From an optimization exercise on the open Yosys and OpenROAD flow, aimed at small area, a short achievable clock period and few clock cycles; shortcuts taken in it are not production practice. Function was checked by simulation only, so behaviour that the tests miss may differ from the original. No activity file was given, so power comes from the tool's default toggle rates.

==> run a: inputs <==
## mandel_top
module mandel_top (
	input  wire                    clk,
	input  wire                    rst,
	input  wire                    psel,
	input  wire                    penable,
	input  wire                    pwrite,
	input  mandel_pkg::apb_addr_t  paddr,
	input  mandel_pkg::word_t      pwdata,
	output mandel_pkg::word_t      prdata,
	output logic                   pready,
	output logic                   pslverr,
	output logic                   pix_valid,
	output mandel_pkg::pix_addr_t  pix_addr,
	output mandel_pkg::iter_t      pix_iter,
	output mandel_pkg::color_t     pix_color
);
==> flow/config.mk <==
export PLATFORM = sky130hd
export DESIGN_NAME = mandel_top
export DESIGN_NICKNAME = mandel_top
export VERILOG_FILES = /design/flow/design.v
export SDC_FILE = /design/flow/constraint.sdc
export NUM_CORES = 4
export LEC_CHECK = 0
export CAP_MARGIN = 20
export CORE_MARGIN = 2
export CORE_UTILIZATION = 60
export PLACE_DENSITY = 0.7
export SLEW_MARGIN = 20
==> flow/constraint.sdc <==
create_clock -name core_clock -period 22.0 [get_ports {clk}]
set_input_delay 4.4000 -clock core_clock [delete_from_list [all_inputs] [get_ports {clk}]]
set_output_delay 4.4000 -clock core_clock [all_outputs]
set_load 0.01 [all_outputs]
standard.sh (not shown) runs the stock make flow with config.mk's settings and CLKGATE_MAP_FILE= SYNTH_SCRIPT=/design/flow/synth_recipe.tcl, a recipe that flattens the netlist after the stock synthesis.
==> flow/flow/run.sh <==
#!/bin/bash
# The standard layout (the standard.sh: its synthesis, floorplan, power
# grid, placement, clock tree and routing), with two changes in how it is
# optimised; the clock period and the constraints stay the design's:
# - the port buffers that global placement adds are buf_4 cells rather than
#   the default delay-buffer cell, which is slow on every input and output
# - timing repair after clock-tree synthesis and global routing works the
#   worst paths down towards 5.5 ns instead of stopping once the 22 ns clock
#   is met (a setup margin of 16.5 ns)
set -euo pipefail
export BUFFER_PORTS_ARGS="-buffer_cell sky130_fd_sc_hd__buf_4"
export SETUP_SLACK_MARGIN=16.5
bash standard.sh finish > layout.log 2>&1
==> run b (differences from run a) <==
--- a/flow/design.v
+++ b/flow/design.v
@@ -4570,43 +4570,41 @@
 	assign y0[25] = yi_w104;
 	assign y1[25] = yi_w105;
 	assign y0[26] = yi_w106;
 	assign y1[26] = yi_w107;
 endmodule
 `default_nettype wire
 `timescale 1ns/1ps
 `default_nettype none
-module mandel_ring (
+module mandel_iterator (
 	input  wire                    clk,
 	input  wire                    rst,
+	input  wire                    frame_start,
 	input  mandel_pkg::iter_t      max_iter,
-	input  wire                    give,
+	input  wire                    have,
 	input  mandel_pkg::fixed_t     new_cr,
 	input  mandel_pkg::fixed_t     new_ci,
 	input  mandel_pkg::pix_addr_t  new_addr,
-	input  wire                    grant,
-	output logic                   want,
-	output logic                   done_now,
-	output mandel_pkg::pix_addr_t  done_addr,
-	output mandel_pkg::iter_t      done_iter,
-	output mandel_pkg::color_t     done_color,
-	output logic                   active
+	output logic                   take,
+	output logic                   frame_done,
+	output logic                   res_valid,
+	output mandel_pkg::pix_addr_t  res_addr,
+	output mandel_pkg::iter_t      res_iter,
+	output mandel_pkg::color_t     res_color
 );
 	localparam logic signed [26:0] LIM = 27'sd16777216;   
 	logic                  v1;
-	logic                  pend1;
 	mandel_pkg::fixed_t    zr1, zi1, cr1, ci1, sr1, si1;
 	mandel_pkg::iter_t     n1;
 	mandel_pkg::pix_addr_t a1;
 	logic [12:0]           one1, two1;   
 	logic                  v2;
 	logic                  stop2;    
 	logic                  loop2;    
-	logic                  pend2;    
 	logic [26:0]           rr2a, rr2b, ii2a, ii2b;
 	logic [25:0]           ri2a, ri2b;
 	logic                  rr2c, ii2c, ri2c;
 	mandel_pkg::fixed_t    cr2, ci2, sr2, si2;
 	mandel_pkg::iter_t     n2;
 	mandel_pkg::pix_addr_t a2;
 	logic        big1, lim1, loop1, save1;
 	logic [49:0] sqr0, sqr1, sqi0, sqi1;
@@ -4635,50 +4633,44 @@
 	mandel_pkg::fixed_t zr_next, zi_next;
 	mandel_step_sums i_sums (
 		.rra(rr2a), .rrb(rr2b), .rrc(rr2c),
 		.iia(ii2a), .iib(ii2b), .iic(ii2c),
 		.ria(ri2a), .rib(ri2b), .ric(ri2c),
 		.cr(cr2), .ci(ci2),
 		.esc(esc), .zr(zr_next), .zi(zi_next)
 	);
-	logic hold;
-	assign finish    = pend2 || stop2 || loop2 || esc;
-	assign cont      = v2 && !finish;
-	assign hold      = v2 && finish && !grant;
-	assign want      = !(cont || hold);
-	assign done_now  = v2 && finish && grant;
-	assign done_addr = a2;
-	assign done_iter  = (loop2 && !pend2) ? max_iter : n2;
-	assign done_color = (loop2 && !pend2) ? 8'h00 : color2;
-	assign active     = v1 || v2;
+	assign finish = stop2 || loop2 || esc;
+	assign cont   = v2 && !finish;
+	assign take   = have && !cont;
 	mandel_pkg::fixed_t zi_in;
 	logic [12:0]        one_in, two_in;
 	logic [2:0]         grp;
 	always_comb begin
-		zi_in = cont ? zi_next : new_ci;   
+		zi_in = cont ? zi_next : new_ci;
 		for (int j = 0; j < 13; j++) begin
 			grp       = {zi_in[2 * j + 1], zi_in[2 * j], (j == 0) ? 1'b0 : zi_in[2 * j - 1]};
 			one_in[j] = grp[0] ^ grp[1];
 			two_in[j] = (grp == 3'b100) || (grp == 3'b011);
 		end
 	end
 	always_ff @(posedge clk or posedge rst) begin
 		if (rst) begin
-			v1 <= 1'b0;
-			v2 <= 1'b0;
+			v1        <= 1'b0;
+			v2        <= 1'b0;
+			res_valid <= 1'b0;
 		end else begin
-			v1 <= cont || hold || give;
-			v2 <= v1;
+			v1        <= cont || have;
+			v2        <= v1;
+			res_valid <= v2 && finish;
 		end
 	end
 	always_ff @(posedge clk) begin
 		stop2 <= big1 || lim1;
 		loop2 <= loop1;
-		pend2 <= pend1;
 		rr2a  <= sqr0[49:23];
 		rr2b  <= sqr1[49:23];
 		rr2c  <= lo_r[23];
 		ii2a  <= sqi0[49:23];
 		ii2b  <= sqi1[49:23];
 		ii2c  <= lo_i[23];
 		ri2a  <= pr0[48:23];
 		ri2b  <= pr1[48:23];
@@ -4687,99 +4679,45 @@
 		ci2   <= ci1;
 		n2    <= n1;
 		a2    <= a1;
 		sr2   <= save1 ? zr1 : sr1;
 		si2   <= save1 ? zi1 : si1;
 		zi1  <= zi_in;
 		one1 <= one_in;
 		two1 <= two_in;
-		pend1 <= hold;
 		if (cont) begin
 			zr1 <= zr_next;
 			n1  <= n2 + 1'b1;
-		end else if (hold) begin
-			zr1 <= new_cr;
-			n1  <= done_iter;
-		end else begin
-			zr1 <= new_cr;
-			n1  <= mandel_pkg::iter_t'(1);
-		end
-		if (cont || hold) begin
 			cr1 <= cr2;
 			ci1 <= ci2;
 			a1  <= a2;
 		end else begin
+			zr1 <= new_cr;
+			n1  <= mandel_pkg::iter_t'(1);
 			cr1 <= new_cr;
 			ci1 <= new_ci;
 			a1  <= new_addr;
 		end
 		sr1 <= sr2;
 		si1 <= si2;
-	end
-endmodule
-module mandel_iterator (
-	input  wire                    clk,
-	input  wire                    rst,
-	input  wire                    frame_start,
-	input  mandel_pkg::iter_t      max_iter,
-	input  wire                    have,
-	input  mandel_pkg::fixed_t     new_cr,
-	input  mandel_pkg::fixed_t     new_ci,
-	input  mandel_pkg::pix_addr_t  new_addr,
-	output logic                   take,
-	output logic                   frame_done,
-	output logic                   res_valid,
-	output mandel_pkg::pix_addr_t  res_addr,
-	output mandel_pkg::iter_t      res_iter,
-	output mandel_pkg::color_t     res_color
-);
-	logic                  want0, want1, give0, give1;
-	logic                  done0, done1, act0, act1;
-	mandel_pkg::pix_addr_t addr0, addr1;
-	mandel_pkg::iter_t     iter0, iter1;
-	mandel_pkg::color_t    color0, color1;
-	assign give0 = have && want0;
-	assign give1 = have && want1 && !want0;
-	assign take  = give0 || give1;
-	mandel_ring i_ring0 (
-		.clk(clk), .rst(rst), .max_iter(max_iter),
-		.give(give0), .new_cr(new_cr), .new_ci(new_ci), .new_addr(new_addr),
-		.grant(1'b1), .want(want0),
-		.done_now(done0), .done_addr(addr0), .done_iter(iter0), .done_color(color0),
-		.active(act0)
-	);
-	mandel_ring i_ring1 (
-		.clk(clk), .rst(rst), .max_iter(max_iter),
-		.give(give1), .new_cr(new_cr), .new_ci(new_ci), .new_addr(new_addr),
-		.grant(!done0), .want(want1),
-		.done_now(done1), .done_addr(addr1), .done_iter(iter1), .done_color(color1),
-		.active(act1)
-	);
-	always_ff @(posedge clk or posedge rst) begin
-		if (rst)
-			res_valid <= 1'b0;
-		else
-			res_valid <= done0 || done1;
-	end
-	always_ff @(posedge clk) begin
-		res_addr  <= done0 ? addr0 : addr1;
-		res_iter  <= done0 ? iter0 : iter1;
-		res_color <= done0 ? color0 : color1;
+		res_addr  <= a2;
+		res_iter  <= loop2 ? max_iter : n2;
+		res_color <= loop2 ? 8'h00 : color2;
 	end
 	logic run;
 	always_ff @(posedge clk or posedge rst) begin
 		if (rst)
 			run <= 1'b0;
 		else if (frame_start)
 			run <= 1'b1;
 		else if (frame_done)
 			run <= 1'b0;
 	end
-	assign frame_done = run && !have && !act0 && !act1;
+	assign frame_done = run && !have && !v1 && !v2;
 endmodule
 `default_nettype wire
 `timescale 1ns/1ps
 `default_nettype none
 module palette_lut (
 	input  mandel_pkg::iter_t   iter,
 	input  mandel_pkg::iter_t   max_iter,
 	output mandel_pkg::color_t  color
==> flow/run.sh (new file) <==
#!/bin/bash
# synth_recipe.tcl (not shown) runs the flow's synth.tcl, then flattens the netlist and writes it again
# the make line also repeats each setting of config.mk as NAME=value (left out here)
make -C /OpenROAD-flow-scripts/flow DESIGN_CONFIG=/design/flow/config.mk WORK_HOME=/design/flow/orfs CLKGATE_MAP_FILE= SYNTH_SCRIPT=/design/flow/synth_recipe.tcl finish
Settings changed: CAP_MARGIN 20 to 60, CORE_UTILIZATION 60 to 40, PLACE_DENSITY 0.7 to default, SLEW_MARGIN 20 to 60.
removed: flow/flow/run.sh
removed: flow/standard.sh
==> qor summary <==
metric                                                                     run a                             run b
Outcome                                                           finished clean                    finished clean
Post-Synthesis Mean Instance Area                                       9.57 µm²                          9.60 µm²
Internal power component                                                 4.18 mW                           2.68 mW
Seq. pwr                                                                 2.58 mW                           1.63 mW
DR pass1 iterations                                                            7                                 6
Final setup margin                                                      16.19 ns                          15.77 ns
Post-layout min period                                                   5.81 ns                           6.23 ns
Max stage delay on crit path                                             0.44 ns                           0.60 ns
Number of instances in the synthesized netlist                             13200                              7364
Part of the power in combinational logic                                    0.4%                              0.6%
Die area                                                              214000 µm²                        180000 µm²
DR vias/cell                                                                5.81                              5.22
Post-Place Cells                                                           15500                              9481
Critical Path Slowest Stage Cell                        sky130_fd_sc_hd__dfrtp_2  sky130_fd_sc_hd__clkdlybuf4s50_1
Final estimated routing congestion in global placement                     0.956                             0.887
Post-synthesis to final-layout area growth                                 7.40%                             10.5%
Unrepaired setup endpoints after global routing                              yes                                no
Number of post-CTS setup repair buffers                                        4                                 0
Resize count post-CTS                                                        168                                 0
Non-filler cells, final                                                    15800                              9680
Nets                                                                       15500                              8602
Number of sequential cells in the layout                                    1394                               872
Initial standard-cell utilization of the core                              60.3%                             40.2%
Actual slew at the worst max-slew pin                                    1.10 ns                          0.613 ns
R2r setup slk                                                           16.59 ns                          15.90 ns
Register share of the cell area                                            22.2%                             25.0%
NetSw                                                                    1.14 mW                            752 µW
Testbench counts of run a, summed over its fixed seeds: cycles 339,082.
Testbench counts of run b, summed over its fixed seeds: cycles 673,532.

==> inputs of run X <==
RTL: one of the versions met above, not the one the previous note started from.
==> module mandel_iterator, before the edit <==
module mandel_iterator (
	input  wire                    clk,
	input  wire                    rst,
	input  wire                    frame_start,
	input  mandel_pkg::iter_t      max_iter,
	input  wire                    have,
	input  mandel_pkg::fixed_t     new_cr,
	input  mandel_pkg::fixed_t     new_ci,
	input  mandel_pkg::pix_addr_t  new_addr,
	output logic                   take,
	output logic                   frame_done,
	output logic                   res_valid,
	output mandel_pkg::pix_addr_t  res_addr,
	output mandel_pkg::iter_t      res_iter,
	output mandel_pkg::color_t     res_color
);
	localparam logic signed [26:0] LIM = 27'sd16777216;   
	logic                  v1;
	mandel_pkg::fixed_t    zr1, zi1, cr1, ci1, sr1, si1;
	mandel_pkg::iter_t     n1;
	mandel_pkg::pix_addr_t a1;
	logic [12:0]           one1, two1;   
	logic                  v2;
	logic                  stop2;    
	logic                  loop2;    
	logic [26:0]           rr2a, rr2b, ii2a, ii2b;
	logic [25:0]           ri2a, ri2b;
	logic                  rr2c, ii2c, ri2c;
	mandel_pkg::fixed_t    cr2, ci2, sr2, si2;
	mandel_pkg::iter_t     n2;
	mandel_pkg::pix_addr_t a2;
	logic        big1, lim1, loop1, save1;
	logic [49:0] sqr0, sqr1, sqi0, sqi1;
	logic [48:0] pr0, pr1;
	logic [12:0] neg1;
	logic [23:0] lo_r, lo_i, lo_p;
	assign big1  = (zr1 > LIM) || (zr1 < -LIM) || (zi1 > LIM) || (zi1 < -LIM);
	assign lim1  = (n1 >= max_iter);
	assign loop1 = (n1 > mandel_pkg::iter_t'(8)) && (zr1 == sr1) && (zi1 == si1);
	assign save1 = (n1[2:0] == 3'd0);
	mandel_sq_tree    i_sq_r (.x(zr1[25:0]), .r0(sqr0), .r1(sqr1));
	mandel_sq_tree    i_sq_i (.x(zi1[25:0]), .r0(sqi0), .r1(sqi1));
	always_comb
		for (int j = 0; j < 13; j++)
			neg1[j] = zi1[2 * j + 1];
	mandel_booth_tree i_mul  (.a(zr1[25:0]), .one(one1), .two(two1), .neg(neg1), .r0(pr0), .r1(pr1));
	assign lo_r = 24'(sqr0[22:0]) + 24'(sqr1[22:0]);
	assign lo_i = 24'(sqi0[22:0]) + 24'(sqi1[22:0]);
	assign lo_p = 24'(pr0[22:0]) + 24'(pr1[22:0]);
	mandel_pkg::color_t color2;
	mandel_pkg::color_t color_lim;
	palette_lut i_palette (.iter(n2), .max_iter(max_iter), .color(color2));
	logic               esc;
	logic               finish;
	logic               cont;
	mandel_pkg::fixed_t zr_next, zi_next;
	mandel_step_sums i_sums (
		.rra(rr2a), .rrb(rr2b), .rrc(rr2c),
		.iia(ii2a), .iib(ii2b), .iic(ii2c),
		.ria(ri2a), .rib(ri2b), .ric(ri2c),
		.cr(cr2), .ci(ci2),
		.esc(esc), .zr(zr_next), .zi(zi_next)
	);
	assign finish = stop2 || loop2 || esc;
	assign cont   = v2 && !finish;
	assign take   = have && !cont;
	mandel_pkg::fixed_t zi_in;
	logic [12:0]        one_in, two_in;
	logic [2:0]         grp;
	always_comb begin
		zi_in = cont ? zi_next : new_ci;
		for (int j = 0; j < 13; j++) begin
			grp       = {zi_in[2 * j + 1], zi_in[2 * j], (j == 0) ? 1'b0 : zi_in[2 * j - 1]};
			one_in[j] = grp[0] ^ grp[1];
			two_in[j] = (grp == 3'b100) || (grp == 3'b011);
		end
	end
	always_ff @(posedge clk or posedge rst) begin
		if (rst) begin
			v1        <= 1'b0;
			v2        <= 1'b0;
			res_valid <= 1'b0;
		end else begin
			v1        <= cont || have;
			v2        <= v1;
			res_valid <= v2 && finish;
		end
	end
	always_ff @(posedge clk) begin
		stop2 <= big1 || lim1;
		loop2 <= loop1;
		rr2a  <= sqr0[49:23];
		rr2b  <= sqr1[49:23];
		rr2c  <= lo_r[23];
		ii2a  <= sqi0[49:23];
		ii2b  <= sqi1[49:23];
		ii2c  <= lo_i[23];
		ri2a  <= pr0[48:23];
		ri2b  <= pr1[48:23];
		ri2c  <= lo_p[23];
		cr2   <= cr1;
		ci2   <= ci1;
		n2    <= n1;
		a2    <= a1;
		sr2   <= save1 ? zr1 : sr1;
		si2   <= save1 ? zi1 : si1;
		zi1  <= zi_in;
		one1 <= one_in;
		two1 <= two_in;
		if (cont) begin
			zr1 <= zr_next;
			n1  <= n2 + 1'b1;
			cr1 <= cr2;
			ci1 <= ci2;
			a1  <= a2;
		end else begin
			zr1 <= new_cr;
			n1  <= mandel_pkg::iter_t'(1);
			cr1 <= new_cr;
			ci1 <= new_ci;
			a1  <= new_addr;
		end
		sr1 <= sr2;
		si1 <= si2;
		res_addr  <= a2;
		res_iter  <= loop2 ? max_iter : n2;
		res_color <= loop2 ? 8'h00 : color2;
	end
	logic run;
	always_ff @(posedge clk or posedge rst) begin
		if (rst)
			run <= 1'b0;
		else if (frame_start)
			run <= 1'b1;
		else if (frame_done)
			run <= 1'b0;
	end
	assign frame_done = run && !have && !v1 && !v2;
endmodule
==> flow/config.mk <==
export PLATFORM = sky130hd
export DESIGN_NAME = mandel_top
export DESIGN_NICKNAME = mandel_top
export VERILOG_FILES = /design/flow/design.v
export SDC_FILE = /design/flow/constraint.sdc
export NUM_CORES = 4
export LEC_CHECK = 0
export CAP_MARGIN = 20
export CORE_MARGIN = 2
export CORE_UTILIZATION = 40
export SLEW_MARGIN = 20
==> flow/constraint.sdc <==
create_clock -name core_clock -period 22.0 [get_ports {clk}]
set_input_delay 4.4000 -clock core_clock [delete_from_list [all_inputs] [get_ports {clk}]]
set_output_delay 4.4000 -clock core_clock [all_outputs]
set_load 0.01 [all_outputs]
==> flow/flow/run.sh <==
#!/bin/bash
# The standard layout (the standard.sh: its synthesis, floorplan, power
# grid, placement, clock tree and routing), with two changes in how it is
# optimised; the clock period and the constraints stay the design's:
# - the port buffers that global placement adds are buf_4 cells rather than
#   the default delay-buffer cell, which is slow on every input and output
# - timing repair after clock-tree synthesis and global routing works the
#   worst paths down towards 5.5 ns instead of stopping once the 22 ns clock
#   is met (a setup margin of 16.5 ns)
set -euo pipefail
export BUFFER_PORTS_ARGS="-buffer_cell sky130_fd_sc_hd__buf_4"
export SETUP_SLACK_MARGIN=16.5
bash standard.sh finish > layout.log 2>&1
==> run M: changes against run X <==
--- a/flow/design.v
+++ b/flow/design.v
@@ -4576,22 +4576,23 @@
 `timescale 1ns/1ps
 `default_nettype none
-module mandel_iterator (
+module mandel_ring (
 	input  wire                    clk,
 	input  wire                    rst,
-	input  wire                    frame_start,
 	input  mandel_pkg::iter_t      max_iter,
-	input  wire                    have,
+	input  wire                    give,
 	input  mandel_pkg::fixed_t     new_cr,
 	input  mandel_pkg::fixed_t     new_ci,
 	input  mandel_pkg::pix_addr_t  new_addr,
-	output logic                   take,
-	output logic                   frame_done,
-	output logic                   res_valid,
-	output mandel_pkg::pix_addr_t  res_addr,
-	output mandel_pkg::iter_t      res_iter,
-	output mandel_pkg::color_t     res_color
+	input  wire                    grant,
+	output logic                   want,
+	output logic                   done_now,
+	output mandel_pkg::pix_addr_t  done_addr,
+	output mandel_pkg::iter_t      done_iter,
+	output mandel_pkg::color_t     done_color,
+	output logic                   active
 );
 	localparam logic signed [26:0] LIM = 27'sd16777216;   
 	logic                  v1;
+	logic                  pend1;
 	mandel_pkg::fixed_t    zr1, zi1, cr1, ci1, sr1, si1;
 	mandel_pkg::iter_t     n1;
@@ -4601,4 +4602,5 @@
 	logic                  stop2;    
 	logic                  loop2;    
+	logic                  pend2;    
 	logic [26:0]           rr2a, rr2b, ii2a, ii2b;
 	logic [25:0]           ri2a, ri2b;
@@ -4639,12 +4641,19 @@
 		.esc(esc), .zr(zr_next), .zi(zi_next)
 	);
-	assign finish = stop2 || loop2 || esc;
-	assign cont   = v2 && !finish;
-	assign take   = have && !cont;
+	logic hold;
+	assign finish    = pend2 || stop2 || loop2 || esc;
+	assign cont      = v2 && !finish;
+	assign hold      = v2 && finish && !grant;
+	assign want      = !(cont || hold);
+	assign done_now  = v2 && finish && grant;
+	assign done_addr = a2;
+	assign done_iter  = (loop2 && !pend2) ? max_iter : n2;
+	assign done_color = (loop2 && !pend2) ? 8'h00 : color2;
+	assign active     = v1 || v2;
 	mandel_pkg::fixed_t zi_in;
 	logic [12:0]        one_in, two_in;
 	logic [2:0]         grp;
 	always_comb begin
-		zi_in = cont ? zi_next : new_ci;
+		zi_in = cont ? zi_next : new_ci;   
 		for (int j = 0; j < 13; j++) begin
 			grp       = {zi_in[2 * j + 1], zi_in[2 * j], (j == 0) ? 1'b0 : zi_in[2 * j - 1]};
@@ -4655,11 +4664,9 @@
 	always_ff @(posedge clk or posedge rst) begin
 		if (rst) begin
-			v1        <= 1'b0;
-			v2        <= 1'b0;
-			res_valid <= 1'b0;
+			v1 <= 1'b0;
+			v2 <= 1'b0;
 		end else begin
-			v1        <= cont || have;
-			v2        <= v1;
-			res_valid <= v2 && finish;
+			v1 <= cont || hold || give;
+			v2 <= v1;
 		end
 	end
@@ -4667,4 +4674,5 @@
 		stop2 <= big1 || lim1;
 		loop2 <= loop1;
+		pend2 <= pend1;
 		rr2a  <= sqr0[49:23];
 		rr2b  <= sqr1[49:23];
@@ -4685,13 +4693,20 @@
 		one1 <= one_in;
 		two1 <= two_in;
+		pend1 <= hold;
 		if (cont) begin
 			zr1 <= zr_next;
 			n1  <= n2 + 1'b1;
+		end else if (hold) begin
+			zr1 <= new_cr;
+			n1  <= done_iter;
+		end else begin
+			zr1 <= new_cr;
+			n1  <= mandel_pkg::iter_t'(1);
+		end
+		if (cont || hold) begin
 			cr1 <= cr2;
 			ci1 <= ci2;
 			a1  <= a2;
 		end else begin
-			zr1 <= new_cr;
-			n1  <= mandel_pkg::iter_t'(1);
 			cr1 <= new_cr;
 			ci1 <= new_ci;
@@ -4700,7 +4715,54 @@
 		sr1 <= sr2;
 		si1 <= si2;
-		res_addr  <= a2;
-		res_iter  <= loop2 ? max_iter : n2;
-		res_color <= loop2 ? 8'h00 : color2;
+	end
+endmodule
+module mandel_iterator (
+	input  wire                    clk,
+	input  wire                    rst,
+	input  wire                    frame_start,
+	input  mandel_pkg::iter_t      max_iter,
+	input  wire                    have,
+	input  mandel_pkg::fixed_t     new_cr,
+	input  mandel_pkg::fixed_t     new_ci,
+	input  mandel_pkg::pix_addr_t  new_addr,
+	output logic                   take,
+	output logic                   frame_done,
+	output logic                   res_valid,
+	output mandel_pkg::pix_addr_t  res_addr,
+	output mandel_pkg::iter_t      res_iter,
+	output mandel_pkg::color_t     res_color
+);
+	logic                  want0, want1, give0, give1;
+	logic                  done0, done1, act0, act1;
+	mandel_pkg::pix_addr_t addr0, addr1;
+	mandel_pkg::iter_t     iter0, iter1;
+	mandel_pkg::color_t    color0, color1;
+	assign give0 = have && want0;
+	assign give1 = have && want1 && !want0;
+	assign take  = give0 || give1;
+	mandel_ring i_ring0 (
+		.clk(clk), .rst(rst), .max_iter(max_iter),
+		.give(give0), .new_cr(new_cr), .new_ci(new_ci), .new_addr(new_addr),
+		.grant(1'b1), .want(want0),
+		.done_now(done0), .done_addr(addr0), .done_iter(iter0), .done_color(color0),
+		.active(act0)
+	);
+	mandel_ring i_ring1 (
+		.clk(clk), .rst(rst), .max_iter(max_iter),
+		.give(give1), .new_cr(new_cr), .new_ci(new_ci), .new_addr(new_addr),
+		.grant(!done0), .want(want1),
+		.done_now(done1), .done_addr(addr1), .done_iter(iter1), .done_color(color1),
+		.active(act1)
+	);
+	always_ff @(posedge clk or posedge rst) begin
+		if (rst)
+			res_valid <= 1'b0;
+		else
+			res_valid <= done0 || done1;
+	end
+	always_ff @(posedge clk) begin
+		res_addr  <= done0 ? addr0 : addr1;
+		res_iter  <= done0 ? iter0 : iter1;
+		res_color <= done0 ? color0 : color1;
 	end
 	logic run;
@@ -4713,5 +4775,5 @@
 			run <= 1'b0;
 	end
-	assign frame_done = run && !have && !v1 && !v2;
+	assign frame_done = run && !have && !act0 && !act1;
 endmodule
 `default_nettype wire
==> run F: changes against run X <==
Settings changed: CORE_UTILIZATION 40 to 60, PLACE_DENSITY set to 0.7.
==> run summary <==
- The highest final cell count belongs to run M, the lowest to run F.
- Between run M and run F, the lower sequential cell count is in run F (gap 522).
- Against run F, the non-clock buffer count of run X is lower by 3.
- Between run X and run M, the lower worst hold slack is in run X (gap 0.0014 ns).
- In run F the final area is lower than in run M, by 44%.
- In synthesized area, run F and run X do not differ.
- The highest via count belongs to run M, the lowest to run X.
- Register-to-register slack, highest first: run M, run X, run F.
- Against run M, the first-iteration DRC count of run F is lower by 42%.
- Die area, lowest first: run F, run X, run M.
Testbench counts of run X, summed over its fixed seeds: cycles 673,532.
Testbench counts of run M, summed over its fixed seeds: cycles 339,082.
Testbench counts of run F, summed over its fixed seeds: cycles 673,532.

==> re-timing with driven ports <==
How much do the figures lean on ideal ports? The routed layouts below were timed once more, with nothing changed but the port constraints. Step 1, drivers: a clkbuf_16 drives clk and a buf_2 each remaining input, both assumed. Step 2, shift: input delay + t, output delay - t, t = (earliest + latest rising clock arrival at the registers) / 2. This alone moves slack from input paths to output paths. Slacks: ideal / step 1 / step 2; pairs: ideal / step 1.
| run | shift t [ns] | slack for setup (ns) | worst setup path after step 2 | latest minus earliest clock arrival (ns) | worst slew at a driven data input, ns |
|---|---|---|---|---|---|
| run a | 0.898 | 16.193 / 16.102 / 15.774 | input to register | 0.057 / 0.058 | 0.12 |
| run b | 0.808 | 15.775 / 15.695 / 14.996 | input to register | 0.053 / 0.053 | 0.17 |
| run X | 0.793 | 16.280 / 16.203 / 15.762 | input to register | 0.061 / 0.062 | 0.15 |
| run M | 0.941 | 16.184 / 16.076 / 15.810 | input to register | 0.054 / 0.054 | 0.11 |
| run F | 0.757 | 16.298 / 16.228 / 15.815 | input to register | 0.085 / 0.086 | 0.13 |
After both steps every run listed still meets setup and hold. For run b, which loses most, drivers alone change the setup slack by -0.080 ns; drivers and shift together by -0.779 ns.
